Background: an optimization exercise with open tools, aiming at small area. Do not read the settings as production practice. At most, simulation tests tie the RTL to the original design; equivalence was not proved. No functional check of the RTL was part of run 5. Power is estimated from default activity; no workload was simulated.

## flow/design.v

```verilog
`default_nettype none
`default_nettype wire
`default_nettype none
module tsi_frame_counter (
	input  logic       clk,
	input  logic       reset,
	input  logic       input_valid,
	output logic [1:0] pos_chan,    
	output logic [2:0] pos_bit,     
	output logic       frame_end,
	output logic       played
);
	logic [4:0] count;
	assign pos_chan = count[4:3];
	assign pos_bit  = count[2:0];
	assign frame_end = input_valid && (count == 5'd31);
	always_ff @(posedge clk)
	begin
		if (reset)
		begin
			count  <= '0;    
			played <= 1'b0;  
		end
		else
		begin
			if (input_valid)
				count <= count + 1'b1;  
			if (frame_end)
				played <= 1'b1;
		end
	end
endmodule
`default_nettype wire
`default_nettype none
module tsi_conn_memory (
	input  logic        clk,
	input  logic        reset,
	input  logic [21:0] control,
	input  logic [1:0]  pos_chan,
	output logic [71:0] conn_words   
);
	logic [8:0] words [32];  
	logic       wr_en;
	logic [4:0] wr_addr;
	logic [15:0] wr_data;
	logic       wr_pat;
	logic [8:0] wr_code;
	assign wr_en   = control[21];
	assign wr_addr = control[20:16];
	assign wr_data = control[15:0];
	assign wr_pat = wr_data[13] && wr_data[15];
	always_comb
	begin
		wr_code = {!wr_pat, wr_data[7:0]};
		if (reset)
			wr_code[5] = 1'b0;
		else if (!wr_pat)
			wr_code[5] = wr_data[13];
		if (reset)
			wr_code[8] = 1'b1;
	end
	always_ff @(posedge clk)
	begin
		for (int i = 0; i < 32; i++)
		begin
			if (reset || (wr_en && (wr_addr == 5'(i))))
				words[i] <= wr_code;  
		end
	end
	always_comb
	begin
		for (int k = 0; k < 8; k++)
			conn_words[9*k +: 9] = words[{3'(k), pos_chan}];
	end
endmodule
`default_nettype wire
`default_nettype none
module tsi_speech_memory (
	input  logic        clk,
	input  logic        input_valid,
	input  logic [1:0]  pos_chan,
	input  logic [7:0]  stream_in,
	input  logic [39:0] src_slots,   
	output logic [7:0]  src_bits
);
	logic [55:0] line [8];
	logic [31:0] slot_bits;
	always_ff @(posedge clk)
	begin
		for (int k = 0; k < 8; k++)
		begin
			if (input_valid)
				line[k] <= {line[k][54:0], stream_in[k]};
		end
	end
	always_comb
	begin
		for (int k = 0; k < 8; k++)
		begin
			for (int cs = 0; cs < 4; cs++)
			begin
				case (pos_chan)
					2'd0: slot_bits[4*k + cs] = line[k][8*(4 - cs) - 1];
					2'd1: slot_bits[4*k + cs] = line[k][8*(5 - cs) - 1];
					2'd2: slot_bits[4*k + cs] = line[k][8*(6 - cs) - 1];
					default: slot_bits[4*k + cs] = line[k][8*(7 - cs) - 1];
				endcase
			end
		end
	end
	always_comb
	begin
		for (int k = 0; k < 8; k++)
			src_bits[k] = slot_bits[src_slots[5*k +: 5]];
	end
endmodule
`default_nettype wire
`default_nettype none
module tsi_output_select (
	input  logic        clk,
	input  logic        reset,
	input  logic        input_valid,
	input  logic        played,
	input  logic [1:0]  pos_chan,
	input  logic [2:0]  pos_bit,
	input  logic [71:0] conn_words,
	input  logic [7:0]  src_bits,
	output logic [7:0]  stream_out,
	output logic        sync
);
	logic [7:0] next_bits;  
	always_comb
	begin
		for (int k = 0; k < 8; k++)
		begin
			if (!played)
				next_bits[k] = 1'b0;                           
			else if (conn_words[9*k + 8])
				next_bits[k] = conn_words[9*k + 5] && src_bits[k];  
			else
				next_bits[k] = conn_words[9*k + 32'(pos_bit)];  
		end
	end
	always_ff @(posedge clk)
	begin
		if (reset)
		begin
			stream_out <= '0;
			sync       <= 1'b0;
		end
		else
		begin
			if (input_valid)
				stream_out <= next_bits;
			sync <= input_valid && played && (pos_chan == 2'd0) && (pos_bit == 3'd0);
		end
	end
endmodule
`default_nettype wire
`default_nettype none
module tsi_switch (
	input  logic        clk,
	input  logic        reset,
	input  logic        input_valid,
	input  logic [21:0] control,      
	input  logic [7:0]  stream_in,
	output logic [7:0]  stream_out,
	output logic        sync
);
	logic [1:0] pos_chan;   
	logic [2:0] pos_bit;    
	logic frame_end;        
	logic played;           
	logic [71:0] conn_words;
	logic [39:0] src_slots;
	logic [7:0] src_bits;  
	always_comb
	begin
		for (int k = 0; k < 8; k++)
			src_slots[5*k +: 5] = conn_words[9*k +: 5];
	end
	tsi_frame_counter u_tsi_frame_counter (
		.clk         (clk),
		.reset       (reset),
		.input_valid (input_valid),
		.pos_chan    (pos_chan),
		.pos_bit     (pos_bit),
		.frame_end   (frame_end),
		.played      (played)
	);
	tsi_conn_memory u_tsi_conn_memory (
		.clk        (clk),
		.reset      (reset),
		.control    (control),
		.pos_chan   (pos_chan),
		.conn_words (conn_words)
	);
	tsi_speech_memory u_tsi_speech_memory (
		.clk         (clk),
		.input_valid (input_valid),
		.pos_chan    (pos_chan),
		.stream_in   (stream_in),
		.src_slots   (src_slots),
		.src_bits    (src_bits)
	);
	tsi_output_select u_tsi_output_select (
		.clk         (clk),
		.reset       (reset),
		.input_valid (input_valid),
		.played      (played),
		.pos_chan    (pos_chan),
		.pos_bit     (pos_bit),
		.conn_words  (conn_words),
		.src_bits    (src_bits),
		.stream_out  (stream_out),
		.sync        (sync)
	);
endmodule
`default_nettype wire
```

## flow/config.mk

```make
export PLATFORM = sky130hd
export DESIGN_NAME = tsi_switch
export DESIGN_NICKNAME = tsi_switch
export VERILOG_FILES = /design/flow/design.v
export SDC_FILE = /design/flow/constraint.sdc
export NUM_CORES = 4
export LEC_CHECK = 0
export CAP_MARGIN = 20
export CORE_MARGIN = 2
export CORE_UTILIZATION = 60
export CTS_BUF_LIST = sky130_fd_sc_hd__clkbuf_4
export CTS_CLUSTER_DIAMETER = 40
export CTS_CLUSTER_SIZE = 10
export PLACE_DENSITY = 0.75
export SLEW_MARGIN = 20
```

## flow/constraint.sdc

```tcl
create_clock -name core_clock -period 8.0 [get_ports {clk}]
set_input_delay 1.6000 -clock core_clock [delete_from_list [all_inputs] [get_ports {clk}]]
set_output_delay 1.6000 -clock core_clock [all_outputs]
set_load 0.01 [all_outputs]
```

## flow/run.sh

```bash
#!/bin/bash
# synth_recipe.tcl (not shown) runs the flow's synth.tcl, then flattens the netlist and writes it again
# the make line also repeats each setting of config.mk as NAME=value (left out here)
make -C /OpenROAD-flow-scripts/flow DESIGN_CONFIG=/design/flow/config.mk WORK_HOME=/design/flow/orfs CLKGATE_MAP_FILE= SYNTH_SCRIPT=/design/flow/synth_recipe.tcl finish
```

==> results of run 1 <==
## cell families after synthesis
group	Yosys count
xor+xnor	3
flops	751
compound gates	209
mux	242
simple gates	148
fa+ha+maj	3
buf+inv	63
## registers in the layout, summed over array words and instances (netlist names)
name                            flops
u_tsi_output_select.sync            1
u_tsi_speech_memory.line          448
u_tsi_frame_counter.count           5
u_tsi_conn_memory.words           288
u_tsi_output_select.stream_out      8
u_tsi_frame_counter.played          1
## power by group through the flow
| stage | clock network [mW] | logic, mW | registers [mW] |
|---|---|---|---|
| 6_report | 2.07 | 0.490 | 4.68 |
| 5_1_grt | 2.30 | 0.518 | 4.70 |
| 4_1_cts | 2.15 | 0.481 | 4.68 |
| 3_5_place_dp | 0 | 0.480 | 4.77 |
| 3_3_place_gp | 0 | 0.467 | 4.75 |
| 2_1_floorplan | 0 | 0.316 | 4.73 |
## synth_stat cells, drive strengths merged
| master | count | area [um^2] |
|---|---|---|
| mux2 | 128 | 1440 |
| nor3b | 3 | 22.5 |
| a31o | 4 | 35.0 |
| nor3 | 3 | 15.0 |
| ha | 3 | 37.5 |
| a211o | 8 | 70.1 |
| xor2 | 2 | 17.5 |
| mux2i | 18 | 180 |
| nand4 | 1 | 6.26 |
| clkbuf | 16 | 61.3 |
| a22o | 4 | 35.0 |
| a21oi | 1 | 5.00 |
| nand3b | 1 | 7.51 |
| o211ai | 8 | 60.1 |
| o21ai | 41 | 205 |
| nand2b | 34 | 213 |
| nor2b | 28 | 175 |
| a211oi | 8 | 60.1 |
| nand4b | 3 | 26.3 |
| o21bai | 16 | 120 |
| o22ai | 60 | 375 |
| and2 | 9 | 56.3 |
| a31oi | 24 | 150 |
| nand3 | 1 | 5.00 |
| buf | 45 | 469 |
| and3 | 1 | 6.26 |
| nand2 | 14 | 52.6 |
| nor2 | 33 | 124 |
| o41ai | 8 | 130 |
| and3b | 8 | 70.1 |
| inv | 2 | 7.50 |
| mux4 | 96 | 2170 |
| edfxtp | 736 | 22100 |
| xnor2 | 1 | 8.76 |
| or2 | 9 | 56.3 |
| dfxtp | 15 | 300 |
| a21o | 19 | 143 |
| a2111oi | 8 | 80.1 |
## placed cells by master (no fill, tap or decap), drive strengths merged, types with 4 or more instances in the layout
cell type,instances
edfxtp,736
mux2,128
clkbuf,120
mux4,96
o22ai,60
o21ai,41
nand2b,34
nor2,33
clkdlybuf4s50,32
nor2b,28
a31oi,24
buf,22
clkinv,21
a21o,19
mux2i,18
o21bai,16
dfxtp,15
nand2,14
and2,9
clkinvlp,9
or2,9
o211ai,8
a211oi,8
a211o,8
and3b,8
o41ai,8
a2111oi,8
inv,7
a31o,4
a22o,4
bufinv,4
## worst max-delay path, cell delays in order, from the launching register on
cell and delay [ps]:
dfxtp_4 890, buf_4 630, mux4_2 650, mux4_2 340
nor2_1 50, o41ai_2 400, a31oi_1 90, a2111oi_1 400
## cell type report
class,instances,area (um^2)
sequential,751,22400
fill,3154,16800
multi-input combinational,605,6160
clock buffer,120,901
tap,615,769
timing repair buffer,54,500
clock inverter,39,310
inverter,2,7.51
antenna,2,5.00
## metal layers
layer / global-route usage / vias up / part of all wire
met5: 0 / - / 0
met2: 0.340 / 674 / 0.46
li1: - / 6093 / -
met1: 0.326 / 7122 / 0.42
met4: 0.0970 / 0 / 0.040
met3: 0.0470 / 171 / 0.081
## stage by stage
stage               instance area, um^2   util  total power, mW
finish                            31100  0.649             7.24
global route                      31100  0.649             7.52
CTS                               31100  0.649             7.31
detailed placement                29900  0.624             5.25
global placement                  29900  0.624             5.22
floorplan                         29100      -             5.05
## final timing paths
| kind | startpoint | to | cells after the start |
|---|---|---|---|
| setup / recovery | u_tsi_frame_counter.count[3]$_SDFFE_PP0P_ | u_tsi_output_select.stream_out[6]$_SDFFE_PP0P_ | 7 |
| hold / removal | u_tsi_speech_memory.line[7][3]$_DFFE_PP_ | u_tsi_speech_memory.line[7][4]$_DFFE_PP_ | 0 |
| setup reg to reg | u_tsi_frame_counter.count[3]$_SDFFE_PP0P_ | u_tsi_output_select.stream_out[6]$_SDFFE_PP0P_ | 7 |
| hold reg to reg | u_tsi_speech_memory.line[7][3]$_DFFE_PP_ | u_tsi_speech_memory.line[7][4]$_DFFE_PP_ | 0 |
==> summary.md, run 1 <==
| Metric | Value |
|---|---|
| Sw Pwr | roughly 1.6 mW |
| Gr usage total | 0.226 |
| Crit Path Category | register to register |
| Slew HR | 0.306 |
| Synthesized-area fraction occupied by ao, oa, aoi and oai cells | 0.0505 |
| Outcome | complete, no violations |
| Layout cells sized above 1 | 0.265 |
| Worst-path clk slew | roughly 120 ps |
| # setup viols final | 0 |
| Post-CTS setup buffer count | 0 |
| Num CTS Buffers | slightly below 100 |
| Hold WC Path Type | register to register |
| Detailed Routing Iterations Pass 1 | 7 |
| Seq pwr share | 0.646 |
| Sw frac | 0.220 |
| Syn Inst Count | 1419 |
| CP max FO | 53 |
| Area Overhead vs Synth | 6.77% |
| Critical path endpoint category | register |
| Fin Setup TNS | 0 ps |
| RSZ-0062 raised after global routing | no |
| Max Cap Viol | 0 |
| Initial antenna violation count | 2 |
| F_max | about 0.28 GHz |
| Post-Place Cells | ~2000 |
| Flops & latches, synth | 751 |
| Vias post-DR | ~14000 |
| GPL Wtd Cong | approximately 0.87 |
| Syn Nets | 1455 |
| Max-slew violations | 0 |
| CTS root buf | clkbuf_4 |
| Synth Warn # | 7 |
| Final hold slack | ~390 ps |
| Post-route DRC violation count | 0 |
| WL final | between 50000 and 60000 um |
| PortBufs | 35 |
| Arrival time at the worst endpoint | 4350 ps |
| Seq/Total Area, Yosys | 0.770 |
| Pleak | 10.2 nW |
| Starting DRT DRC Count | around 1600 |
| Multiplexer share of the synthesized area | 0.130 |
| Post-Layout Cell Count | approximately 2200 |
| Vias per inst | between 6 and 7 |
| Clock Skews | ~61 ps |
| Placement row count | 80 |
| Max Root-Sink Buffers | 3 |
| Fin crit share | 0.448 |
| Adder-cell share of the synthesized area | 0.00129 |
| R2R Setup Slk | about 4400 ps |
| Die height | roughly 220 um |
| CTS tree | yes |
| Post-Synth Simple-Gate Area | 0.0287 |
| # resized after CTS | 0 |
| Netlist Area Pre-Place | between 20000 and 30000 um^2 |
| Initial Utilization | 0.608 |
| H-tree Lvls | 3 |
| Top-Level Pins | 42 |
| Die W | approximately 220 um |
| Routed wire per std cell | 25.5 um |
| Clock latency (worst-skew pair) | between 800 and 900 ps |
| Final hold violations | 0 |
| Count of cell types in the netlist | 47 |
| Number of global-route vias before repair | 13700 |
| Internal power | around 5.6 mW |
| CP Launch Type | register |
| Largest family of logic cells by synthesized area | multiplexers |
| Antenna Nets Post-Route | 0 |
| Cts hold-fix bufs | 0 |
| Worst Slack Setup Final | ~4400 ps |
| Clock power share | 0.286 |
| Synth Area in XOR/XNOR | 0.000903 |
| Full die area | approximately 50000 um^2 |
| Slew @ Worst Pin | approximately 1000 ps |
| Min Tclk post-route | roughly 3600 ps |
| Power Dens Cells | around 230 nW/um^2 |
| Comb power frac | 0.068 |
| Req. time, crit path | approximately 8800 ps |
| Setup WS pre-CTS | 3930 ps |
| Core area | 47800 um^2 |
| Hpwl dp | 31500 um |
| Syn Area/Cell | around 20 um^2 |
| Global-route wire length before repair | 82500 um |
| Pin count of the biggest net entering global routing | 170 |
| Global route total overflow | 0 |
| # clock sinks | around 750 |
| Post-layout nets | roughly 1500 |
| Peak supply drop | roughly 180 uV |
==> run 2: changes to the inputs <==
==> flow/config.mk (replaced) <==
export PLATFORM = sky130hd
export DESIGN_NAME = tsi_switch
export DESIGN_NICKNAME = tsi_switch
export VERILOG_FILES = /design/flow/design.v
export SDC_FILE = /design/flow/constraint.sdc
export NUM_CORES = 4
export LEC_CHECK = 0
export CAP_MARGIN = 20
export CORE_MARGIN = 2
export CORE_UTILIZATION = 40
export SLEW_MARGIN = 20
==> summary.md, run 2 <==
| Metric | Value |
|---|---|
| Max Cap Viol | 0 (unchanged) |
| WL final | 58600 um (+5.1%) |
| Slowest library cell on the worst path | mux4_2 |
| Cts hold-fix bufs | 0 (unchanged) |
| Top flop regs | u_tsi_speech_memory.line: 448 flops, u_tsi_conn_memory.words: 288 flops, u_tsi_output_select.stream_out: 8 flops |
| Detailed Routing Iterations Pass 1 | 5 (-2) |
| Min Tclk post-route | 3550 ps (-33.1 ps) |
| Layout cells sized above 1 | 0.256 (-0.00870) |
| Synth Flop Type | edfxtp_1 |
| F_max | 0.282 GHz (+0.93%) |
| Syn Inst Count | 1419 (unchanged) |
| Hold WC Path Type | register to register |
| Global route total overflow | 0 (unchanged) |
| Pleak | 10.8 nW (+6.0%) |
| Synth Warn # | 7 (unchanged) |
| Area Overhead vs Synth | 13.2% |
| Max stage delay on crit path | 830 ps (-60 ps) |
| Fin crit share | 0.444 (-0.00413) |
| Max Root-Sink Buffers | 3 (unchanged) |
| Arrival time at the worst endpoint | 4040 ps (-310 ps) |
| Count of cell types in the netlist | 47 (unchanged) |
| Filler Cell Count | 5955 (+89%) |
| Peak supply drop | 188 uV (+7.4%) |
| Met1 usage | 0.224 (-0.102) |
| Post-Layout Cell Count | 2508 (+15%) |
| Most common cell after layout, fill and taps aside | edfxtp_1 |
| Routed wire per std cell | 23.4 um (-8.3%) |
| CP max FO | 48 (-9.4%) |
| Req. time, crit path | 8480 ps (-280 ps) |
| # resized after CTS | 0 (unchanged) |
| Vias per inst | 5.53 (-14%) |
| Syn Area/Cell | 20.5 um^2 (unchanged) |
| Multi-input gate area | 6190 um^2 (+0.49%) |
| Synth area leaders | edfxtp_1 (76%), mux4_2 (7.3%), mux2_2 (5.0%) |
| Placed inst area | 30300 um^2 (+1.5%) |
| Slew HR | 0.266 (-0.0408) |
| Core area | 71700 um^2 (+50%) |
| Vias post-DR | 13900 (-1.4%) |
| Gr usage total | 0.158 (-0.0679) |
| Post-Place Cells | 2362 (+17%) |
| Largest Register | u_tsi_speech_memory.line |
| Power Dens Cells | 268 nW/um^2 (+15%) |
| Cell taking the most area after synthesis | edfxtp_1 |
| Core Util, Final | 0.459 (-0.190) |
| CP Launch Type | register |
| Pin count of the biggest net entering global routing | 191 (+12%) |
| Hpwl dp | 33400 um (+6.2%) |
| # clock sinks | 751 (unchanged) |
| Die W | 274 um (+22%) |
| Most common cell in the synthesized netlist | edfxtp_1 |
| Critical path endpoint category | register |
| Flops & latches, synth | 751 (unchanged) |
| Met2 usage | 0.242 (-0.0982) |
| Starting DRT DRC Count | 1250 (-20%) |
| Post-CTS setup buffer count | 0 (unchanged) |
| # setup viols final | 0 (unchanged) |
| Initial Utilization | 0.406 (-0.203) |
| Crit-path cells | buf_4 > mux4_2 > mux2i_1 > a22o_1 > o211ai_1 > a31oi_1 > a2111oi_1 |
| Top-Level Pins | 42 (unchanged) |
| Cell area after layout | 32900 um^2 (+6.0%) |
| Met3 usage | 0.0293 (-0.0177) |
| Worst-path clk slew | 60 ps (-60 ps) |
| Top post-synthesis cells by count | edfxtp_1 (736), mux2_2 (128), mux4_2 (94) |
| Clock latency (worst-skew pair) | 620 ps (-260 ps) |
| Antenna Nets Post-Route | 0 (unchanged) |
| Initial antenna violation count | 0 (-2) |
| Max reg flops | 448 (unchanged) |
| Post-layout nets | 1530 (-1.2%) |
| Grt peak-use layer | met2 |
| Post-route DRC violation count | 0 (unchanged) |
| Num CTS Buffers | 79 (-19%) |
| Commonest non-fill, non-tap cells in the layout | edfxtp_1 (736), mux2_2 (128), mux4_2 (94) |
| Final hold violations | 0 (unchanged) |
| Synth top area share | 0.760 (unchanged) |
| CTS root buf | clkbuf_16 |
| Slew @ Worst Pin | 1100 ps (+61.1 ps) |
| Placement row count | 98 (+23%) |
| Syn Nets | 1455 (unchanged) |
| Netlist Area Pre-Place | 29100 um^2 (unchanged) |
| Ys async rst share | 0 (unchanged) |
| Number of global-route vias before repair | 13900 (+0.99%) |
| GPL Wtd Cong | 0.854 (-1.8%) |
| H-tree Lvls | 3 (unchanged) |
| CTS tree | yes |
| Fin Setup TNS | 0 ps (unchanged) |
| Seq/Total Area, Yosys | 0.770 (unchanged) |
| EDFF count, synth | 736 (unchanged) |
| Storage element area | 22400 um^2 (unchanged) |
| Die height | 274 um (+22%) |
| Diode count | 0 (-2) |
| Outcome | complete, no violations |
| Full die area | 74900 um^2 (+49%) |
| Clock Skews | 33.5 ps (-27.1 ps) |
| Total power | 8.83 mW (+22%) |
| Crit Path Category | register to register |
| PortBufs | 35 (unchanged) |
| Global-route wire length before repair | 87400 um (+5.9%) |
| RSZ-0062 raised after global routing | no |
| Max-slew violations | 0 (unchanged) |
[run 2: cell counts after synthesis]
Identical to the previous run, type by type.
[run 2: path summary, 6_finish.rpt]
path / to / from / slack (ps) / depth (start not counted)
worst max register to register: u_tsi_output_select.stream_out[6]$_SDFFE_PP0P_ / u_tsi_frame_counter.count[4]$_SDFFE_PP0P_ / 4450 / 7
worst min register to register: u_tsi_speech_memory.line[3][21]$_DFFE_PP_ / u_tsi_speech_memory.line[3][20]$_DFFE_PP_ / 400 / 0
worst min-delay path: u_tsi_speech_memory.line[3][21]$_DFFE_PP_ / u_tsi_speech_memory.line[3][20]$_DFFE_PP_ / 400 / 0
worst max-delay path: u_tsi_output_select.stream_out[6]$_SDFFE_PP0P_ / u_tsi_frame_counter.count[4]$_SDFFE_PP0P_ / 4450 / 7
[run 2: critical path, delay by kind of cell (launching register included)]
| kind | cells | cell delay (ps) |
|---|---|---|
| buf+inv | 1 | 700 |
| compound gates | 4 | 890 |
| flops | 1 | 710 |
| mux | 2 | 1030 |
[run 2: cell families after synthesis]
| family | synth area share |
|---|---|
| fa+ha+maj | 0.00129 |
| mux | 0.130 |
| flops | 0.770 |
| compound gates | 0.0505 |
| buf+inv | 0.0185 |
| simple gates | 0.0287 |
| xor+xnor | 0.000903 |
[run 2: cell type report]
class                      instances  area share
clock inverter                    44      0.0142
inverter                           2    0.000228
tap                              950      0.0361
timing repair buffer              55      0.0157
multi-input combinational        605       0.188
sequential                       751       0.680
clock buffer                     101      0.0656
[run 2: power breakdown]
part,internal (mW),switching (mW)
clock,2.13,1.52
sequential,4.61,0.0745
combinational,0.194,0.300
total,6.94,1.89
[run 2: through the flow]
step | hold slack (ps) | setup slack, ps
final | 399 | 4450
after global routing | 412 | 4200
after global placement | 400 | 3910
after detailed placement | 405 | 3830
after floorplan | 400 | 4350
after CTS | 400 | 4420
[run 2: per-layer routing]
layer | vias up | wire [um]
li1 | 6022 | -
met1 | 7240 | 26100
met2 | 484 | 27200
met3 | 124 | 3510
met4 | 0 | 1780
met5 | - | 0
==> run 3: changes to the inputs <==
--- a/flow/design.v
+++ b/flow/design.v
@@ -67,10 +67,16 @@
 				words[i] <= wr_code;  
 		end
 	end
-	always_comb
-	begin
-		for (int k = 0; k < 8; k++)
-			conn_words[9*k +: 9] = words[{3'(k), pos_chan}];
+	for (genvar k = 0; k < 8; k++)
+	begin : g_stream
+		for (genvar j = 0; j < 9; j++)
+		begin : g_bit
+			tsi_mux4 u_sel (
+				.d ({words[4*k + 3][j], words[4*k + 2][j], words[4*k + 1][j], words[4*k][j]}),
+				.s (pos_chan),
+				.y (conn_words[9*k + j])
+			);
+		end
 	end
 endmodule
 `default_nettype wire
@@ -93,25 +99,25 @@
 				line[k] <= {line[k][54:0], stream_in[k]};
 		end
 	end
-	always_comb
-	begin
-		for (int k = 0; k < 8; k++)
-		begin
-			for (int cs = 0; cs < 4; cs++)
-			begin
-				case (pos_chan)
-					2'd0: slot_bits[4*k + cs] = line[k][8*(4 - cs) - 1];
-					2'd1: slot_bits[4*k + cs] = line[k][8*(5 - cs) - 1];
-					2'd2: slot_bits[4*k + cs] = line[k][8*(6 - cs) - 1];
-					default: slot_bits[4*k + cs] = line[k][8*(7 - cs) - 1];
-				endcase
-			end
-		end
-	end
-	always_comb
-	begin
-		for (int k = 0; k < 8; k++)
-			src_bits[k] = slot_bits[src_slots[5*k +: 5]];
+	for (genvar k = 0; k < 8; k++)
+	begin : g_slot_stream
+		for (genvar cs = 0; cs < 4; cs++)
+		begin : g_slot_chan
+			tsi_mux4 u_tap (
+				.d ({line[k][8*(7 - cs) - 1], line[k][8*(6 - cs) - 1],
+				     line[k][8*(5 - cs) - 1], line[k][8*(4 - cs) - 1]}),
+				.s (pos_chan),
+				.y (slot_bits[4*k + cs])
+			);
+		end
+	end
+	for (genvar k = 0; k < 8; k++)
+	begin : g_read
+		tsi_mux32 u_read (
+			.d (slot_bits),
+			.s (src_slots[5*k +: 5]),
+			.y (src_bits[k])
+		);
 	end
 endmodule
 `default_nettype wire
@@ -128,17 +134,32 @@
 	output logic [7:0]  stream_out,
 	output logic        sync
 );
+	logic [7:0] pat_lo;     
+	logic [7:0] pat_hi;     
 	logic [7:0] next_bits;  
+	for (genvar k = 0; k < 8; k++)
+	begin : g_pat
+		tsi_mux4 u_lo (
+			.d (conn_words[9*k +: 4]),
+			.s (pos_bit[1:0]),
+			.y (pat_lo[k])
+		);
+		tsi_mux4 u_hi (
+			.d (conn_words[9*k + 4 +: 4]),
+			.s (pos_bit[1:0]),
+			.y (pat_hi[k])
+		);
+	end
 	always_comb
 	begin
 		for (int k = 0; k < 8; k++)
 		begin
 			if (!played)
-				next_bits[k] = 1'b0;                           
+				next_bits[k] = 1'b0;                                
 			else if (conn_words[9*k + 8])
 				next_bits[k] = conn_words[9*k + 5] && src_bits[k];  
 			else
-				next_bits[k] = conn_words[9*k + 32'(pos_bit)];  
+				next_bits[k] = pos_bit[2] ? pat_hi[k] : pat_lo[k];  
 		end
 	end
 	always_ff @(posedge clk)
@@ -216,4 +237,28 @@
 		.sync        (sync)
 	);
 endmodule
-`default_nettype wire
+module tsi_mux4 (
+	input  logic [3:0] d,
+	input  logic [1:0] s,
+	output logic       y
+);
+	assign y = d[s];
+endmodule
+module tsi_mux32 (
+	input  logic [31:0] d,
+	input  logic [4:0]  s,
+	output logic        y
+);
+	logic [7:0] l1;
+	logic [1:0] l2;
+	for (genvar g = 0; g < 8; g++)
+	begin : g_l1
+		tsi_mux4 u_l1 (.d (d[4*g +: 4]), .s (s[1:0]), .y (l1[g]));
+	end
+	for (genvar g = 0; g < 2; g++)
+	begin : g_l2
+		tsi_mux4 u_l2 (.d (l1[4*g +: 4]), .s (s[3:2]), .y (l2[g]));
+	end
+	assign y = s[4] ? l2[1] : l2[0];
+endmodule
+`default_nettype wire
==> flow/flow/run.sh (new file) <==
#!/bin/bash
# standard layout, with clock tree synthesis told not to add dummy loads
export CTS_ARGS="-sink_clustering_enable -repair_clock_nets -dont_use_dummy_load -buf_list sky130_fd_sc_hd__clkbuf_8 -sink_clustering_size 16 -sink_clustering_max_diameter 60"
bash standard.sh finish > standard.log 2>&1
==> flow/standard.sh (new file) <==
#!/bin/bash
# synth_recipe.tcl (not shown) runs the flow's synth.tcl, then flattens the netlist and writes it again
# the make line also repeats each setting of config.mk as NAME=value (left out here)
make -C /OpenROAD-flow-scripts/flow DESIGN_CONFIG=/design/flow/config.mk WORK_HOME=/design/flow/orfs CLKGATE_MAP_FILE= SYNTH_SCRIPT=/design/flow/synth_recipe.tcl "${@:-finish}"
--- a/flow/config.mk
+++ b/flow/config.mk
@@ -7,5 +7,11 @@
 export LEC_CHECK = 0
 export CAP_MARGIN = 20
 export CORE_MARGIN = 2
-export CORE_UTILIZATION = 40
+export CORE_UTILIZATION = 60
+export CTS_BUF_LIST = sky130_fd_sc_hd__clkbuf_8
+export CTS_CLUSTER_DIAMETER = 60
+export CTS_CLUSTER_SIZE = 16
+export PLACE_DENSITY = 0.75
 export SLEW_MARGIN = 20
+export SYNTH_HIERARCHICAL = 1
+export SYNTH_MINIMUM_KEEP_SIZE = 0
removed: flow/run.sh
==> summary.md, run 3 <==
| Metric | Value |
|---|---|
| Largest Register | u_tsi_speech_memory.line |
| Netlist Area Pre-Place | 27900 um^2 (-4.1%) |
| Filler Cell Count | 2930 (-51%) |
| Max reg flops | 448 (unchanged) |
| Outcome | complete, no violations |
| Vias post-DR | 11700 (-16%) |
| Power Dens Cells | 228 nW/um^2 (-15%) |
| Met3 usage | 0.0313 (+0.00203) |
| Max Root-Sink Buffers | 3 (unchanged) |
| H-tree Lvls | 2 (-1) |
| Req. time, crit path | 8560 ps (+80 ps) |
| CP Launch Type | register |
| Fin crit share | 0.474 (+0.0304) |
| Met1 usage | 0.305 (+0.0812) |
| Syn Nets | 1114 (-23%) |
| Cells on worst reg2reg path | 8 (+1) |
| Die height | 220 um (-20%) |
| Number of global-route vias before repair | 11500 (-17%) |
| Slew @ Worst Pin | 1160 ps (+59.9 ps) |
| GPL Wtd Cong | 0.804 (-5.8%) |
| Area Overhead vs Synth | 7.08% |
| Placed inst area | 29200 um^2 (-3.7%) |
| # resized after CTS | 0 (unchanged) |
| Syn Inst Count | 1079 (-24%) |
| Min-Delay Path Depth | 0 (unchanged) |
| Hpwl dp | 28200 um (-16%) |
| # clock sinks | 751 (unchanged) |
| Gr usage total | 0.202 (+0.0446) |
| Final hold violations | 0 (unchanged) |
| Arrival time at the worst endpoint | 4360 ps (+320 ps) |
| WL final | 48100 um (-18%) |
| CTS tree | yes |
| Antenna Nets Post-Route | 0 (unchanged) |
| Crit path from | u_tsi_frame_counter.count[4]$_SDFFE_PP0P_ |
| Total power | 6.82 mW (-23%) |
| Pin count of the biggest net entering global routing | 205 (+7.3%) |
| Max Cap Viol | 0 (unchanged) |
| Cts hold-fix bufs | 0 (unchanged) |
| Post-route DRC violation count | 0 (unchanged) |
| Peak supply drop | 170 uV (-9.5%) |
| Pleak | 9.50 nW (-12%) |
| PortBufs | 35 (unchanged) |
| Core area | 46300 um^2 (-36%) |
| Routed wire per std cell | 27.0 um (+15%) |
| Clock latency (worst-skew pair) | 660 ps (+40 ps) |
| Slew HR | 0.224 (-0.0413) |
| Num CTS Buffers | 54 (-32%) |
| CP max FO | 43 (-10%) |
| RSZ-0062 raised after global routing | no |
| Detailed Routing Iterations Pass 1 | 5 (unchanged) |
| Clock Skews | 38.9 ps (+5.36 ps) |
| Fin Setup TNS | 0 ps (unchanged) |
| Worst-path clk slew | 100 ps (+40 ps) |
| Hold path start | u_tsi_speech_memory.line[0][24]$_DFFE_PP_ |
| Crit Path Category | register to register |
| Top-Level Pins | 42 (unchanged) |
| Critical path endpoint category | register |
| Syn Area/Cell | 25.9 um^2 (+26%) |
| Post-CTS setup buffer count | 0 (unchanged) |
| Die W | 220 um (-20%) |
| Reg2reg start | u_tsi_frame_counter.count[4]$_SDFFE_PP0P_ |
| # setup viols final | 0 (unchanged) |
| Met2 usage | 0.310 (+0.0681) |
| Max-slew violations | 0 (unchanged) |
| Hold WC Path Type | register to register |
| CTS root buf | clkbuf_8 |
| Placement row count | 79 (-19%) |
| Multi-input gate area | 5490 um^2 (-11%) |
| Starting DRT DRC Count | 1348 (+7.8%) |
| Most common cell after layout, fill and taps aside | edfxtp_1 |
| Full die area | 48300 um^2 (-36%) |
| Min Tclk post-route | 3800 ps (+243 ps) |
| Layout cells sized above 1 | 0.251 (-0.00461) |
| Vias per inst | 6.54 (+18%) |
| F_max | 0.263 GHz (-6.4%) |
| Cell area after layout | 29900 um^2 (-9.3%) |
| Initial Utilization | 0.603 (+0.198) |
| Commonest non-fill, non-tap cells in the layout | edfxtp_1 (736), mux4_2 (200), clkbuf_8 (54) |
| Grt peak-use layer | met2 |
| Global-route wire length before repair | 70700 um (-19%) |
| Global route total overflow | 0 (unchanged) |
| Top flop regs | u_tsi_speech_memory.line: 448 flops, u_tsi_conn_memory.words: 288 flops, u_tsi_output_select.stream_out: 8 flops |
| Synth Warn # | 13 (+6) |
| Post-layout nets | 1214 (-21%) |
| Storage element area | 22400 um^2 (about the same) |
| Initial antenna violation count | 0 (unchanged) |
| Diode count | 0 (unchanged) |
==> run 3: cell count changes in the layout (fill, tap and decap cells not counted), sizes merged, moves of 9 or more <==
cell	change
clkbuf	-48
mux4	+104
a31oi	-24
and2	-9
mux2	-119
nor2b	-23
mux2i	-16
o22ai	-60
nand2b	-32
o21ai	-41
clkinv	-26
nor2	-25
==> run 3: per-layer routing <==
metal,wire length (um),up-vias
met4,1320,0
met5,0,-
met1,21100,6248
met3,2970,80
met2,22700,434
li1,-,4898
==> run 3: critical path: stages, from the launching register on <==
cell and delay, ps:
dfxtp_4 670, buf_4 600, mux4_2 570, mux4_2 540, mux4_2 520, mux2_4 290
nand2_1 70, nand2_1 70, a32o_1 260
==> run 3: power breakdown <==
| group | switching (mW) | total, mW | internal [mW] | leakage (nW) |
|---|---|---|---|---|
| sequential | 0.0789 | 4.68 | 4.60 | 7.33 |
| clock | 1.06 | 1.67 | 0.604 | 0.388 |
| combinational | 0.254 | 0.466 | 0.212 | 1.78 |
==> run 3: area by class of cell <==
type / count / area share
sequential: 751 / 0.750
multi-input combinational: 321 / 0.184
timing repair buffer: 51 / 0.0165
tap: 607 / 0.0254
clock buffer: 54 / 0.0249
==> run 3: final timing paths <==
kind              slack, ps                                              to
setup / recovery       4200  u_tsi_output_select.stream_out[2]$_SDFFE_PP0P_
hold / removal          400       u_tsi_speech_memory.line[0][25]$_DFFE_PP_
hold reg to reg         400       u_tsi_speech_memory.line[0][25]$_DFFE_PP_
setup reg to reg       4200  u_tsi_output_select.stream_out[2]$_SDFFE_PP0P_
==> run 3: per-stage QoR <==
step	hold slack, ps	utilization	worst slack (ps)	std cells
floorplan	400	-	1040	1079
global placement	401	0.630	4010	1729
detailed placement	405	0.630	4030	1730
CTS	401	0.646	4250	1784
global route	407	0.646	4070	1784
finish	400	0.646	4200	1784
==> run 4: changes to the inputs <==
==> flow/run.sh (new file) <==
#!/bin/bash
# synth_recipe.tcl (not shown) runs the flow's synth.tcl, then flattens the netlist and writes it again
# the make line also repeats each setting of config.mk as NAME=value (left out here)
make -C /OpenROAD-flow-scripts/flow DESIGN_CONFIG=/design/flow/config.mk WORK_HOME=/design/flow/orfs CLKGATE_MAP_FILE= SYNTH_SCRIPT=/design/flow/synth_recipe.tcl finish
removed: flow/flow/run.sh
removed: flow/standard.sh
==> summary.md, run 4 <==
| Metric | Value |
|---|---|
| Outcome | complete, no violations |
| Fin Setup TNS | 0 ps (unchanged) |
| Crit Path Category | register to register |
| Diode count | 0 (unchanged) |
| Slew @ Worst Pin | 1170 ps (+12.5 ps) |
| Vias per inst | 6.45 (-1.4%) |
| Area Overhead vs Synth | 7.77% |
| # resized after CTS | 0 (unchanged) |
| Top-Level Pins | 42 (unchanged) |
| Antenna Nets Post-Route | 0 (unchanged) |
| Pleak | 9.67 nW (+1.8%) |
| Post-layout nets | 1214 (unchanged) |
| Cts hold-fix bufs | 0 (unchanged) |
| Clock power share | 0.260 (+0.015) |
| CP Launch Type | register |
| Slew HR | 0.216 (-0.00836) |
| Detailed Routing Iterations Pass 1 | 5 (unchanged) |
| Synth Warn # | 13 (unchanged) |
| Cells on worst reg2reg path | 8 (unchanged) |
| Sw Pwr | 1.45 mW (+3.8%) |
| Peak supply drop | 174 uV (+2.4%) |
| Vias post-DR | 11700 (+0.33%) |
| Max Root-Sink Buffers | 3 (unchanged) |
| Max-slew violations | 0 (unchanged) |
| Final hold slack | 410 ps (+10.7 ps) |
| Post-Layout Cell Count | 1815 (+1.7%) |
| Syn Area/Cell | 25.9 um^2 (unchanged) |
| Sw frac | 0.208 (+0.00345) |
| GPL Wtd Cong | 0.804 (unchanged) |
| Die W | 220 um (unchanged) |
| Routed wire per std cell | 26.5 um (-1.9%) |
| Layout cells sized above 1 | 0.252 (about the same) |
| Syn Nets | 1114 (unchanged) |
| Max reg flops | 448 (unchanged) |
| Internal power | 5.51 mW (+1.6%) |
| Placement row count | 79 (unchanged) |
| Gr usage total | 0.202 (about the same) |
| Number of global-route vias before repair | 11500 (+0.052%) |
| Clock latency (worst-skew pair) | 670 ps (about the same) |
| CTS tree | yes |
| Post-CTS setup buffer count | 0 (unchanged) |
| Worst-path clk slew | 100 ps (about the same) |
| Hold path start | u_tsi_speech_memory.line[0][3]$_DFFE_PP_ |
| RSZ-0062 raised after global routing | no |
| Reg2reg start | u_tsi_frame_counter.count[3]$_SDFFE_PP0P_ |
| Arrival time at the worst endpoint | 4310 ps (-50 ps) |
| Most common cell after layout, fill and taps aside | edfxtp_1 |
| Global-route wire length before repair | 70800 um (+0.18%) |
| Netlist Area Pre-Place | 27900 um^2 (unchanged) |
| Post-Place Cells | 1730 (unchanged) |
| Power Dens Cells | 231 nW/um^2 (+1.4%) |
| Largest Register | u_tsi_speech_memory.line |
| Max Cap Viol | 0 (unchanged) |
| Commonest non-fill, non-tap cells in the layout | edfxtp_1 (736), mux4_2 (200), clkbuf_8 (57) |
| Hpwl dp | 28200 um (unchanged) |
| Initial Utilization | 0.603 (unchanged) |
| Critical path endpoint category | register |
| PortBufs | 35 (unchanged) |
| H-tree Lvls | 2 (unchanged) |
| Pin count of the biggest net entering global routing | 205 (unchanged) |
| Top flop regs | u_tsi_speech_memory.line: 448 flops, u_tsi_conn_memory.words: 288 flops, u_tsi_output_select.stream_out: 8 flops |
| CTS root buf | clkbuf_8 |
| Seq pwr share | 0.673 (-0.014) |
| Final hold violations | 0 (unchanged) |
| Num CTS Buffers | 54 (unchanged) |
| CP max FO | 107 (+150%) |
| Starting DRT DRC Count | 1281 (-5.0%) |
| Die height | 220 um (unchanged) |
| Clock Skews | 33.5 ps (-5.38 ps) |
| # clock sinks | 751 (unchanged) |
| Req. time, crit path | 8570 ps (about the same) |
| Min Tclk post-route | 3740 ps (-55.9 ps) |
| Core area | 46300 um^2 (unchanged) |
| F_max | 0.267 GHz (+1.5%) |
| Syn Inst Count | 1079 (unchanged) |
| Hold WC Path Type | register to register |
| WL final | 48000 um (-0.19%) |
| # setup viols final | 0 (unchanged) |
| Full die area | 48300 um^2 (unchanged) |
| Fin crit share | 0.467 (-0.00699) |
| Crit path from | u_tsi_frame_counter.count[3]$_SDFFE_PP0P_ |
| Post-route DRC violation count | 0 (unchanged) |
| Comb power frac | 0.067 (about the same) |
| Global route total overflow | 0 (unchanged) |
| Min-Delay Path Depth | 0 (unchanged) |
| Initial antenna violation count | 0 (unchanged) |
run 4: routing by layer:
layer	vias to the layer above	wire [um]	global-route usage
met5	-	0	0
met4	0	1290	0.0669
met3	86	3300	0.0316
met2	480	22700	0.310
met1	6201	20700	0.306
li1	4932	-	-
run 4: path summary, 6_finish.rpt:
| path | end | slack (ps) |
|---|---|---|
| min | u_tsi_speech_memory.line[0][4]$_DFFE_PP_ | 410 |
| max | u_tsi_output_select.stream_out[1]$_SDFFE_PP0P_ | 4260 |
| min reg2reg | u_tsi_speech_memory.line[0][4]$_DFFE_PP_ | 410 |
| max reg2reg | u_tsi_output_select.stream_out[1]$_SDFFE_PP0P_ | 4260 |
run 4: final cells by class:
class / instances / area [um^2]
clock buffers: 57 / 785
clock inverters: 28 / 150
fillers: 2930 / 16200
multi-input cells: 321 / 5490
flip-flops and latches: 751 / 22400
well taps: 607 / 759
repair buffers: 51 / 493
run 4: power by group through the flow:
stage / clock [mW] / sequential, mW / combinational, mW
global placement: 0 / 4.75 / 0.460
global route: 2.00 / 4.71 / 0.495
detailed placement: 0 / 4.77 / 0.469
floorplan: 0 / 4.74 / 0.284
CTS: 1.87 / 4.69 / 0.469
finish: 1.81 / 4.68 / 0.466
run 4: through the flow:
| step | power, mW | utilization | instance area [um^2] | setup slack, ps |
|---|---|---|---|---|
| after floorplan | 5.02 | - | 27900 | 1040 |
| after global placement | 5.21 | 0.630 | 29100 | 4010 |
| after detailed placement | 5.24 | 0.630 | 29200 | 4030 |
| after CTS | 7.02 | 0.651 | 30100 | 4250 |
| after global routing | 7.20 | 0.650 | 30100 | 4070 |
| final | 6.96 | 0.650 | 30100 | 4260 |
run 4: critical path, stage by stage, from the launching register on:
cell	delay (ps)
dfxtp_4	370
buf_12	540
mux4_2	800
mux4_2	510
mux4_2	540
mux2_4	290
nand2_1	60
nand2_1	60
a32o_1	250
==> run 5: changes to the inputs <==
--- a/flow/design.v
+++ b/flow/design.v
@@ -43,22 +43,13 @@
 	logic       wr_en;
 	logic [4:0] wr_addr;
 	logic [15:0] wr_data;
-	logic       wr_pat;
+	logic       wr_on;
 	logic [8:0] wr_code;
 	assign wr_en   = control[21];
 	assign wr_addr = control[20:16];
 	assign wr_data = control[15:0];
-	assign wr_pat = wr_data[13] && wr_data[15];
-	always_comb
-	begin
-		wr_code = {!wr_pat, wr_data[7:0]};
-		if (reset)
-			wr_code[5] = 1'b0;
-		else if (!wr_pat)
-			wr_code[5] = wr_data[13];
-		if (reset)
-			wr_code[8] = 1'b1;
-	end
+	assign wr_on = !reset && wr_data[13];
+	assign wr_code = {wr_on && !wr_data[15], wr_on ? wr_data[7:0] : 8'd0};
 	always_ff @(posedge clk)
 	begin
 		for (int i = 0; i < 32; i++)
@@ -87,7 +78,7 @@
 	input  logic [1:0]  pos_chan,
 	input  logic [7:0]  stream_in,
 	input  logic [39:0] src_slots,   
-	output logic [7:0]  src_bits
+	output logic [15:0] src_bits     
 );
 	logic [55:0] line [8];
 	logic [31:0] slot_bits;
@@ -115,8 +106,8 @@
 	begin : g_read
 		tsi_mux32 u_read (
 			.d (slot_bits),
-			.s (src_slots[5*k +: 5]),
-			.y (src_bits[k])
+			.s (src_slots[5*k +: 4]),
+			.y (src_bits[2*k +: 2])
 		);
 	end
 endmodule
@@ -130,7 +121,7 @@
 	input  logic [1:0]  pos_chan,
 	input  logic [2:0]  pos_bit,
 	input  logic [71:0] conn_words,
-	input  logic [7:0]  src_bits,
+	input  logic [15:0] src_bits,
 	output logic [7:0]  stream_out,
 	output logic        sync
 );
@@ -155,11 +146,11 @@
 		for (int k = 0; k < 8; k++)
 		begin
 			if (!played)
-				next_bits[k] = 1'b0;                                
+				next_bits[k] = 1'b0;                                     
 			else if (conn_words[9*k + 8])
-				next_bits[k] = conn_words[9*k + 5] && src_bits[k];  
+				next_bits[k] = src_bits[2*k + 32'(conn_words[9*k + 4])];  
 			else
-				next_bits[k] = pos_bit[2] ? pat_hi[k] : pat_lo[k];  
+				next_bits[k] = pos_bit[2] ? pat_hi[k] : pat_lo[k];       
 		end
 	end
 	always_ff @(posedge clk)
@@ -194,7 +185,7 @@
 	logic played;           
 	logic [71:0] conn_words;
 	logic [39:0] src_slots;
-	logic [7:0] src_bits;  
+	logic [15:0] src_bits;  
 	always_comb
 	begin
 		for (int k = 0; k < 8; k++)
@@ -246,19 +237,17 @@
 endmodule
 module tsi_mux32 (
 	input  logic [31:0] d,
-	input  logic [4:0]  s,
-	output logic        y
+	input  logic [3:0]  s,
+	output logic [1:0]  y
 );
 	logic [7:0] l1;
-	logic [1:0] l2;
 	for (genvar g = 0; g < 8; g++)
 	begin : g_l1
 		tsi_mux4 u_l1 (.d (d[4*g +: 4]), .s (s[1:0]), .y (l1[g]));
 	end
 	for (genvar g = 0; g < 2; g++)
 	begin : g_l2
-		tsi_mux4 u_l2 (.d (l1[4*g +: 4]), .s (s[3:2]), .y (l2[g]));
-	end
-	assign y = s[4] ? l2[1] : l2[0];
-endmodule
-`default_nettype wire
+		tsi_mux4 u_l2 (.d (l1[4*g +: 4]), .s (s[3:2]), .y (y[g]));
+	end
+endmodule
+`default_nettype wire
==> flow/flow/run.sh (new file) <==
#!/bin/bash
# standard layout, with clock tree synthesis told not to add dummy loads
export CTS_ARGS="-sink_clustering_enable -repair_clock_nets -dont_use_dummy_load -buf_list sky130_fd_sc_hd__clkbuf_8 -sink_clustering_size 22 -sink_clustering_max_diameter 60"
bash standard.sh finish > standard.log 2>&1
==> flow/standard.sh (new file) <==
#!/bin/bash
# synth_recipe.tcl (not shown) runs the flow's synth.tcl, then flattens the netlist and writes it again
# the make line also repeats each setting of config.mk as NAME=value (left out here)
make -C /OpenROAD-flow-scripts/flow DESIGN_CONFIG=/design/flow/config.mk WORK_HOME=/design/flow/orfs CLKGATE_MAP_FILE= SYNTH_SCRIPT=/design/flow/synth_recipe.tcl "${@:-finish}"
--- a/flow/config.mk
+++ b/flow/config.mk
@@ -8,9 +8,6 @@
 export CAP_MARGIN = 20
 export CORE_MARGIN = 2
 export CORE_UTILIZATION = 60
-export CTS_BUF_LIST = sky130_fd_sc_hd__clkbuf_8
-export CTS_CLUSTER_DIAMETER = 60
-export CTS_CLUSTER_SIZE = 16
 export PLACE_DENSITY = 0.75
 export SLEW_MARGIN = 20
 export SYNTH_HIERARCHICAL = 1
removed: flow/run.sh
==> summary.md, run 5 <==
| Metric | Value |
|---|---|
| Pin count of the biggest net entering global routing | 203 (-0.98%) |
| Max Cap Viol | 0 (unchanged) |
| F_max | 0.243 GHz (-9.0%) |
| Fin Setup TNS | 0 ps (unchanged) |
| Fin crit share | 0.514 (+0.0464) |
| Post-Place Cells | 1712 (-1.0%) |
| Syn Nets | 1106 (-0.72%) |
| WL final | 47700 um (-0.68%) |
| Slew HR | 0.262 (+0.0465) |
| Core area | 45600 um^2 (-1.5%) |
| Synth Warn # | 13 (unchanged) |
| Die height | 220 um (about the same) |
| Cells on worst reg2reg path | 7 (-1) |
| Cts hold-fix bufs | 0 (unchanged) |
| Worst-path clk slew | 110 ps (about the same) |
| Reg2reg start | u_tsi_frame_counter.count[4]$_SDFFE_PP0P_ |
| Vias per inst | 6.56 (+1.8%) |
| Commonest non-fill, non-tap cells in the layout | edfxtp_1 (736), mux4_2 (200), clkbuf_8 (45) |
| Syn Area/Cell | 26.0 um^2 (+0.59%) |
| Arrival time at the worst endpoint | 4600 ps (+290 ps) |
| Gr usage total | 0.205 (+0.00257) |
| R2R Setup Slk | 3890 ps (-370 ps) |
| Min-Delay Path Depth | 0 (unchanged) |
| Worst flop-to-flop path endpoint | u_tsi_output_select.stream_out[5]$_SDFFE_PP0P_ |
| Die W | 220 um (about the same) |
| Initial antenna violation count | 0 (unchanged) |
| Global route total overflow | 0 (unchanged) |
| Layout cells sized above 1 | 0.233 (-0.0183) |
| Power Dens Cells | 223 nW/um^2 (-3.4%) |
| Cell area after layout | 29700 um^2 (-1.3%) |
| Min Tclk post-route | 4110 ps (+371 ps) |
| Antenna Nets Post-Route | 0 (unchanged) |
| CP Launch Type | register |
| Critical path endpoint category | register |
| CTS tree | yes |
| Peak supply drop | 191 uV (+9.8%) |
| Post-Layout Cell Count | 1757 (-3.2%) |
| CTS root buf | clkbuf_8 |
| CP max FO | 56 (-48%) |
| Final hold violations | 0 (unchanged) |
| Hpwl dp | 27800 um (-1.6%) |
| Pleak | 9.34 nW (-3.4%) |
| Top-Level Pins | 42 (unchanged) |
| Largest Register | u_tsi_speech_memory.line |
| Hold WC Path Type | register to register |
| GPL Wtd Cong | 0.765 (-4.8%) |
| Most common cell after layout, fill and taps aside | edfxtp_1 |
| # setup viols final | 0 (unchanged) |
| Area Overhead vs Synth | 6.57% |
| Post-layout nets | 1194 (-1.6%) |
| Starting DRT DRC Count | 1335 (+4.2%) |
| Outcome | complete, no violations |
| Max reg flops | 448 (unchanged) |
| Slew @ Worst Pin | 1100 ps (-67.7 ps) |
| Clock Skews | 76.2 ps (+42.7 ps) |
| PortBufs | 35 (unchanged) |
| Max-slew violations | 0 (unchanged) |
| # resized after CTS | 0 (unchanged) |
| RSZ-0062 raised after global routing | no |
| Placement row count | 78 (-1.3%) |
| Crit path from | u_tsi_frame_counter.count[4]$_SDFFE_PP0P_ |
| Top flop regs | u_tsi_speech_memory.line: 448 flops, u_tsi_conn_memory.words: 288 flops, u_tsi_output_select.stream_out: 8 flops |
| Max Root-Sink Buffers | 3 (unchanged) |
| Placed inst area | 29100 um^2 (-0.29%) |
| H-tree Lvls | 2 (unchanged) |
| Full die area | 48200 um^2 (-0.15%) |
| Diode count | 0 (unchanged) |
| Post-route DRC violation count | 0 (unchanged) |
| Number of global-route vias before repair | 11600 (+1.3%) |
| Initial Utilization | 0.612 (+0.00811) |
| Clock latency (worst-skew pair) | 660 ps (about the same) |
| Crit Path Category | register to register |
| Routed wire per std cell | 27.1 um (+2.6%) |
| Netlist Area Pre-Place | 27900 um^2 (-0.15%) |
| Final hold slack | 380 ps (-29.8 ps) |
| Setup WS pre-CTS | 3850 ps (-175 ps) |
| Num CTS Buffers | 45 (-17%) |
| Req. time, crit path | 8490 ps (-80 ps) |
| Worst Hold Endpoint | u_tsi_speech_memory.line[5][1]$_DFFE_PP_ |
| Post-CTS setup buffer count | 0 (unchanged) |
| Detailed Routing Iterations Pass 1 | 7 (+2) |
| Worst Slack Setup Final | 3890 ps (-371 ps) |
| # clock sinks | 751 (unchanged) |
| Global-route wire length before repair | 71500 um (+0.93%) |
| Hold path start | u_tsi_speech_memory.line[5][0]$_DFFE_PP_ |
| Vias post-DR | 11500 (-1.5%) |
| Syn Inst Count | 1071 (-0.74%) |
## run 5: cell count changes in the layout (fill, tap and decap cells not counted), moves of 7 or more
cell,previous run,this run
clkbuf_8,57,45
a32o_1,8,0
and2b_1,7,0
a211o_1,8,0
a22o_1,0,8
inv_1,21,0
mux2i_1,2,26
nand2_1,18,2
mux2_4,9,1
## run 5: power by group
part           internal (mW)  switching [mW]  total (mW)  leakage [nW]
clock network          0.509            1.03        1.54         0.324
registers               4.59          0.0770        4.67          7.27
logic                  0.192           0.239       0.431          1.75
total                   5.29            1.35        6.64          9.34
## run 5: worst max-delay path by stage
stage	endpoint	slack, ps
floorplan	u_tsi_output_select.stream_out[5]$_SDFFE_PP0P_	1240
global placement	u_tsi_output_select.stream_out[5]$_SDFFE_PP0P_	3950
detailed placement	u_tsi_conn_memory.words[22][6]$_DFFE_PP_	3850
CTS	u_tsi_output_select.stream_out[5]$_SDFFE_PP0P_	3860
global route	u_tsi_output_select.stream_out[5]$_SDFFE_PP0P_	3700
finish	u_tsi_output_select.stream_out[5]$_SDFFE_PP0P_	3890
## run 5: layout make-up
| type | instances | area, um^2 |
|---|---|---|
| clock buffer | 45 | 619 |
| fill | 2826 | 15900 |
| multi-input combinational | 312 | 5440 |
| sequential | 751 | 22400 |
| tap | 600 | 751 |
| timing repair buffer | 49 | 485 |
## run 5: metrics by stage
| stage | total power, mW | utilization |
|---|---|---|
| after floorplan | 4.99 | - |
| after global placement | 5.16 | 0.638 |
| after detailed placement | 5.19 | 0.638 |
| after CTS | 6.70 | 0.652 |
| after global routing | 6.86 | 0.652 |
| final | 6.64 | 0.652 |
## run 5: worst max-delay path: stages, from the launching register on
cell,delay (ps)
dfxtp_4,890
buf_4,730
mux4_2,580
mux4_2,550
mux4_2,500
mux2i_1,240
mux2i_1,140
a22o_1,240
## run 5: layer usage
metal	track usage	wire length, um
met5	0	0
met3	0.0345	3550
met2	0.313	22700
met1	0.313	20400
met4	0.0601	1100
==> run 6: changes to the inputs <==
--- a/flow/design.v
+++ b/flow/design.v
@@ -7,12 +7,21 @@
 	input  logic       input_valid,
 	output logic [1:0] pos_chan,    
 	output logic [2:0] pos_bit,     
+	output logic [3:0] chan_hot,    
+	output logic [7:0] bit_hot,     
 	output logic       frame_end,
 	output logic       played
 );
 	logic [4:0] count;
 	assign pos_chan = count[4:3];
 	assign pos_bit  = count[2:0];
+	always_comb
+	begin
+		for (int i = 0; i < 4; i++)
+			chan_hot[i] = (pos_chan == 2'(i));
+		for (int i = 0; i < 8; i++)
+			bit_hot[i] = (pos_bit == 3'(i));
+	end
 	assign frame_end = input_valid && (count == 5'd31);
 	always_ff @(posedge clk)
 	begin
@@ -36,7 +45,7 @@
 	input  logic        clk,
 	input  logic        reset,
 	input  logic [21:0] control,
-	input  logic [1:0]  pos_chan,
+	input  logic [3:0]  chan_hot,    
 	output logic [71:0] conn_words   
 );
 	logic [8:0] words [32];  
@@ -62,9 +71,9 @@
 	begin : g_stream
 		for (genvar j = 0; j < 9; j++)
 		begin : g_bit
-			tsi_mux4 u_sel (
+			tsi_sel4 u_sel (
 				.d ({words[4*k + 3][j], words[4*k + 2][j], words[4*k + 1][j], words[4*k][j]}),
-				.s (pos_chan),
+				.s (chan_hot),
 				.y (conn_words[9*k + j])
 			);
 		end
@@ -75,7 +84,7 @@
 module tsi_speech_memory (
 	input  logic        clk,
 	input  logic        input_valid,
-	input  logic [1:0]  pos_chan,
+	input  logic [3:0]  chan_hot,    
 	input  logic [7:0]  stream_in,
 	input  logic [39:0] src_slots,   
 	output logic [15:0] src_bits     
@@ -94,10 +103,10 @@
 	begin : g_slot_stream
 		for (genvar cs = 0; cs < 4; cs++)
 		begin : g_slot_chan
-			tsi_mux4 u_tap (
+			tsi_sel4 u_tap (
 				.d ({line[k][8*(7 - cs) - 1], line[k][8*(6 - cs) - 1],
 				     line[k][8*(5 - cs) - 1], line[k][8*(4 - cs) - 1]}),
-				.s (pos_chan),
+				.s (chan_hot),
 				.y (slot_bits[4*k + cs])
 			);
 		end
@@ -120,25 +129,20 @@
 	input  logic        played,
 	input  logic [1:0]  pos_chan,
 	input  logic [2:0]  pos_bit,
+	input  logic [7:0]  bit_hot,
 	input  logic [71:0] conn_words,
 	input  logic [15:0] src_bits,
 	output logic [7:0]  stream_out,
 	output logic        sync
 );
-	logic [7:0] pat_lo;     
-	logic [7:0] pat_hi;     
+	logic [7:0] pat;        
 	logic [7:0] next_bits;  
 	for (genvar k = 0; k < 8; k++)
 	begin : g_pat
-		tsi_mux4 u_lo (
-			.d (conn_words[9*k +: 4]),
-			.s (pos_bit[1:0]),
-			.y (pat_lo[k])
-		);
-		tsi_mux4 u_hi (
-			.d (conn_words[9*k + 4 +: 4]),
-			.s (pos_bit[1:0]),
-			.y (pat_hi[k])
+		tsi_sel8 u_pat (
+			.d (conn_words[9*k +: 8]),
+			.s (bit_hot),
+			.y (pat[k])
 		);
 	end
 	always_comb
@@ -150,7 +154,7 @@
 			else if (conn_words[9*k + 8])
 				next_bits[k] = src_bits[2*k + 32'(conn_words[9*k + 4])];  
 			else
-				next_bits[k] = pos_bit[2] ? pat_hi[k] : pat_lo[k];       
+				next_bits[k] = pat[k];  
 		end
 	end
 	always_ff @(posedge clk)
@@ -181,6 +185,8 @@
 );
 	logic [1:0] pos_chan;   
 	logic [2:0] pos_bit;    
+	logic [3:0] chan_hot;   
+	logic [7:0] bit_hot;    
 	logic frame_end;        
 	logic played;           
 	logic [71:0] conn_words;
@@ -197,6 +203,8 @@
 		.input_valid (input_valid),
 		.pos_chan    (pos_chan),
 		.pos_bit     (pos_bit),
+		.chan_hot    (chan_hot),
+		.bit_hot     (bit_hot),
 		.frame_end   (frame_end),
 		.played      (played)
 	);
@@ -204,13 +212,13 @@
 		.clk        (clk),
 		.reset      (reset),
 		.control    (control),
-		.pos_chan   (pos_chan),
+		.chan_hot   (chan_hot),
 		.conn_words (conn_words)
 	);
 	tsi_speech_memory u_tsi_speech_memory (
 		.clk         (clk),
 		.input_valid (input_valid),
-		.pos_chan    (pos_chan),
+		.chan_hot    (chan_hot),
 		.stream_in   (stream_in),
 		.src_slots   (src_slots),
 		.src_bits    (src_bits)
@@ -222,6 +230,7 @@
 		.played      (played),
 		.pos_chan    (pos_chan),
 		.pos_bit     (pos_bit),
+		.bit_hot     (bit_hot),
 		.conn_words  (conn_words),
 		.src_bits    (src_bits),
 		.stream_out  (stream_out),
@@ -235,6 +244,20 @@
 );
 	assign y = d[s];
 endmodule
+module tsi_sel4 (
+	input  logic [3:0] d,
+	input  logic [3:0] s,
+	output logic       y
+);
+	assign y = |(d & s);
+endmodule
+module tsi_sel8 (
+	input  logic [7:0] d,
+	input  logic [7:0] s,
+	output logic       y
+);
+	assign y = |(d & s);
+endmodule
 module tsi_mux32 (
 	input  logic [31:0] d,
 	input  logic [3:0]  s,
==> flow/flow/run.sh (replaced) <==
#!/bin/bash
# standard layout, with clock tree synthesis told not to add dummy loads
export CTS_ARGS="-sink_clustering_enable -repair_clock_nets -dont_use_dummy_load -buf_list sky130_fd_sc_hd__clkbuf_8 -sink_clustering_size 22 -sink_clustering_max_diameter 50"
bash standard.sh finish > standard.log 2>&1
--- a/flow/config.mk
+++ b/flow/config.mk
@@ -7,8 +7,8 @@
 export LEC_CHECK = 0
 export CAP_MARGIN = 20
 export CORE_MARGIN = 2
-export CORE_UTILIZATION = 60
-export PLACE_DENSITY = 0.75
+export CORE_UTILIZATION = 70
+export PLACE_DENSITY = 0.85
 export SLEW_MARGIN = 20
 export SYNTH_HIERARCHICAL = 1
 export SYNTH_MINIMUM_KEEP_SIZE = 0
==> summary.md, run 6 <==
| Metric | Value |
|---|---|
| Clock latency (worst-skew pair) | 680 ps (+20 ps) |
| Outcome | complete, no violations |
| Detailed Routing Iterations Pass 1 | 6 (-1) |
| Min Tclk post-route | 4290 ps (+180 ps) |
| Hold WC Path Type | register to register |
| Post-CTS setup buffer count | 0 (unchanged) |
| Cts hold-fix bufs | 0 (unchanged) |
| Most common cell after layout, fill and taps aside | edfxtp_1 |
| Number of global-route vias before repair | 13200 (+13%) |
| Max-slew violations | 0 (unchanged) |
| Netlist Area Pre-Place | 27500 um^2 (-1.4%) |
| Reg2reg start | u_tsi_frame_counter.count[3]$_SDFFE_PP0P_ |
| Max reg flops | 448 (unchanged) |
| # setup viols final | 0 (unchanged) |
| Fin crit share | 0.536 (+0.0225) |
| Global-route wire length before repair | 77100 um (+7.8%) |
| Layout cells sized above 1 | 0.121 (-0.113) |
| WL final | 52100 um (+9.2%) |
| Max Root-Sink Buffers | 3 (unchanged) |
| Pin count of the biggest net entering global routing | 220 (+8.4%) |
| Synth Warn # | 13 (unchanged) |
| Die height | 202 um (-7.9%) |
| Max Cap Viol | 0 (unchanged) |
| GPL Wtd Cong | 0.823 (+7.5%) |
| Syn Nets | 1366 (+24%) |
| Crit path from | u_tsi_frame_counter.count[3]$_SDFFE_PP0P_ |
| # resized after CTS | 0 (unchanged) |
| CP Launch Type | register |
| RSZ-0062 raised after global routing | no |
| F_max | 0.233 GHz (-4.2%) |
| CTS root buf | clkbuf_8 |
| Core area | 38700 um^2 (-15%) |
| Worst-path clk slew | 120 ps (about the same) |
| CP max FO | 57 (+1.8%) |
| Global route total overflow | 0 (unchanged) |
| Die W | 202 um (-7.9%) |
| Crit Path Category | register to register |
| PortBufs | 35 (unchanged) |
| Initial antenna violation count | 1 (+1) |
| Vias per inst | 6.96 (+6.0%) |
| Post-route DRC violation count | 0 (unchanged) |
| Slew HR | 0.280 (+0.0172) |
| Routed wire per std cell | 26.9 um (-0.92%) |
| Clock Skews | 100 ps (+23.9 ps) |
| Antenna Nets Post-Route | 0 (unchanged) |
| CTS tree | yes |
| Power Dens Cells | 227 nW/um^2 (+1.7%) |
| Top flop regs | u_tsi_speech_memory.line: 448 flops, u_tsi_conn_memory.words: 288 flops, u_tsi_output_select.stream_out: 8 flops |
| Commonest non-fill, non-tap cells in the layout | edfxtp_1 (736), a22oi_1 (240), nand2_1 (105) |
| Top-Level Pins | 42 (unchanged) |
| H-tree Lvls | 2 (unchanged) |
| Num CTS Buffers | 48 (+6.7%) |
| Pleak | 9.60 nW (+2.7%) |
| Slew @ Worst Pin | 1080 ps (-25.8 ps) |
| Peak supply drop | 219 uV (+15%) |
| Starting DRT DRC Count | 2073 (+55%) |
| Arrival time at the worst endpoint | 4800 ps (+200 ps) |
| Vias post-DR | 13500 (+17%) |
| Syn Area/Cell | 20.7 um^2 (-20%) |
| Largest Register | u_tsi_speech_memory.line |
| Final hold slack | 383 ps (+2.73 ps) |
| Full die area | 40900 um^2 (-15%) |
| Hold path start | u_tsi_speech_memory.line[0][28]$_DFFE_PP_ |
| Area Overhead vs Synth | 6.78% |
| Initial Utilization | 0.710 (+0.0981) |
| Syn Inst Count | 1326 (+24%) |
| Final hold violations | 0 (unchanged) |
| Critical path endpoint category | register |
| Filler Cell Count | 2050 (-27%) |
| Fin Setup TNS | 0 ps (unchanged) |
| # clock sinks | 751 (unchanged) |
| Hpwl dp | 30600 um (+10%) |
| Placement row count | 72 (-7.7%) |
| Post-layout nets | 1459 (+22%) |
| Req. time, crit path | 8500 ps (about the same) |
| Gr usage total | 0.258 (+0.0528) |
[run 6: cell types whose count changed in the layout (fill, tap and decap cells not counted), sizes merged, moves of 16 or more]
cell	before	now
a22oi	0	240
mux4	200	80
nand2	2	106
mux2i	26	10
[run 6: per-stage QoR]
stage / power [mW] / setup WS (ps) / instances / utilization / area, um^2
6_report: 6.67 / 3710 / 1936 / 0.758 / 29400
5_1_grt: 6.87 / 3500 / 1935 / 0.758 / 29400
4_1_cts: 6.70 / 3710 / 1934 / 0.756 / 29300
3_5_place_dp: 5.17 / 3790 / 1886 / 0.739 / 28600
3_3_place_gp: 5.14 / 3880 / 1884 / 0.738 / 28600
2_1_floorplan: 4.97 / 1930 / 1326 / - / 27500
[run 6: worst max-delay path, cell delays in order (launching register included)]
cell and delay (ps):
dfxtp_1 560, and2_4 610, buf_4 700, a22oi_1 130, nand2_1 490, mux4_2 590
mux4_2 490, mux2i_1 200, a211o_1 220, a21oi_1 80
[run 6: metal layers]
| metal | global-route usage | vias up | routed length [um] |
|---|---|---|---|
| met5 | 0 | - | 0 |
| met4 | 0.108 | 0 | 2040 |
| met3 | 0.0530 | 128 | 6140 |
| met2 | 0.382 | 873 | 23800 |
| met1 | 0.387 | 6723 | 20100 |
| li1 | - | 5744 | - |
[run 6: final timing paths]
kind,endpoint,slack (ps),depth (start not counted)
worst max-delay path,u_tsi_output_select.stream_out[7]$_SDFFE_PP0P_,3710,9
worst min-delay path,u_tsi_speech_memory.line[0][29]$_DFFE_PP_,380,0
worst max register to register,u_tsi_output_select.stream_out[7]$_SDFFE_PP0P_,3710,9
worst min register to register,u_tsi_speech_memory.line[0][29]$_DFFE_PP_,380,0
[run 6: power breakdown]
| group | total [mW] | internal (mW) | leakage, nW | switching (mW) |
|---|---|---|---|---|
| Sequential | 4.68 | 4.59 | 7.27 | 0.0887 |
| Combinational | 0.416 | 0.161 | 1.98 | 0.255 |
| Clock | 1.58 | 0.540 | 0.345 | 1.04 |
| Total | 6.67 | 5.29 | 9.60 | 1.38 |
[run 6: final cells by class]
type                       instances  area, um^2  share of cell area
multi-input combinational        564        5080               0.173
tap                              518         648              0.0221
clock buffer                      48         661              0.0225
timing repair buffer              51         548              0.0187
sequential                       751       22400               0.763
antenna                            1        2.50           0.0000852
inverter                           3        11.3            0.000384

what the ideal ports hide:
Ports are ideal in the flow. The routed layouts listed here were re-timed in OpenROAD.
Step 1 sets driving cells, clkbuf_16 on the clock port and buf_2 on the other inputs (assumed; they add their load-dependent delay and slew).
Step 2 times the ports against the registers' clock, not the clock port: input delays grow and output delays shrink by t, the midpoint of the rising clock arrivals with the driver on.
a / b / c = ideal ports / drivers / drivers and shift; a / b = the first two.
| run | t, ns | setup WS [ns] | hold WS [ns] | worst register clock-pin slew, ns |
|---|---|---|---|---|
| run 1 | 0.903 | 4.415 / 4.415 / 3.880 | 0.389 / 0.389 / 0.389 | 0.12 / 0.12 |
| run 2 | 0.670 | 4.448 / 4.448 / 4.016 | 0.399 / 0.399 / 0.399 | 0.07 / 0.07 |
| run 3 | 0.689 | 4.204 / 4.204 / 4.074 | 0.400 / 0.400 / 0.400 | 0.10 / 0.10 |
| run 4 | 0.701 | 4.260 / 4.260 / 4.046 | 0.410 / 0.410 / 0.410 | 0.10 / 0.10 |
| run 5 | 0.679 | 3.889 / 3.889 / 3.889 | 0.380 / 0.380 / 0.380 | 0.12 / 0.12 |
| run 6 | 0.692 | 3.709 / 3.709 / 3.709 | 0.383 / 0.383 / 0.383 | 0.12 / 0.12 |
After both steps setup and hold are still met in every run listed. For run 1, which loses most, drivers alone change the setup slack by 0.000 ns; drivers and shift together by -0.535 ns.
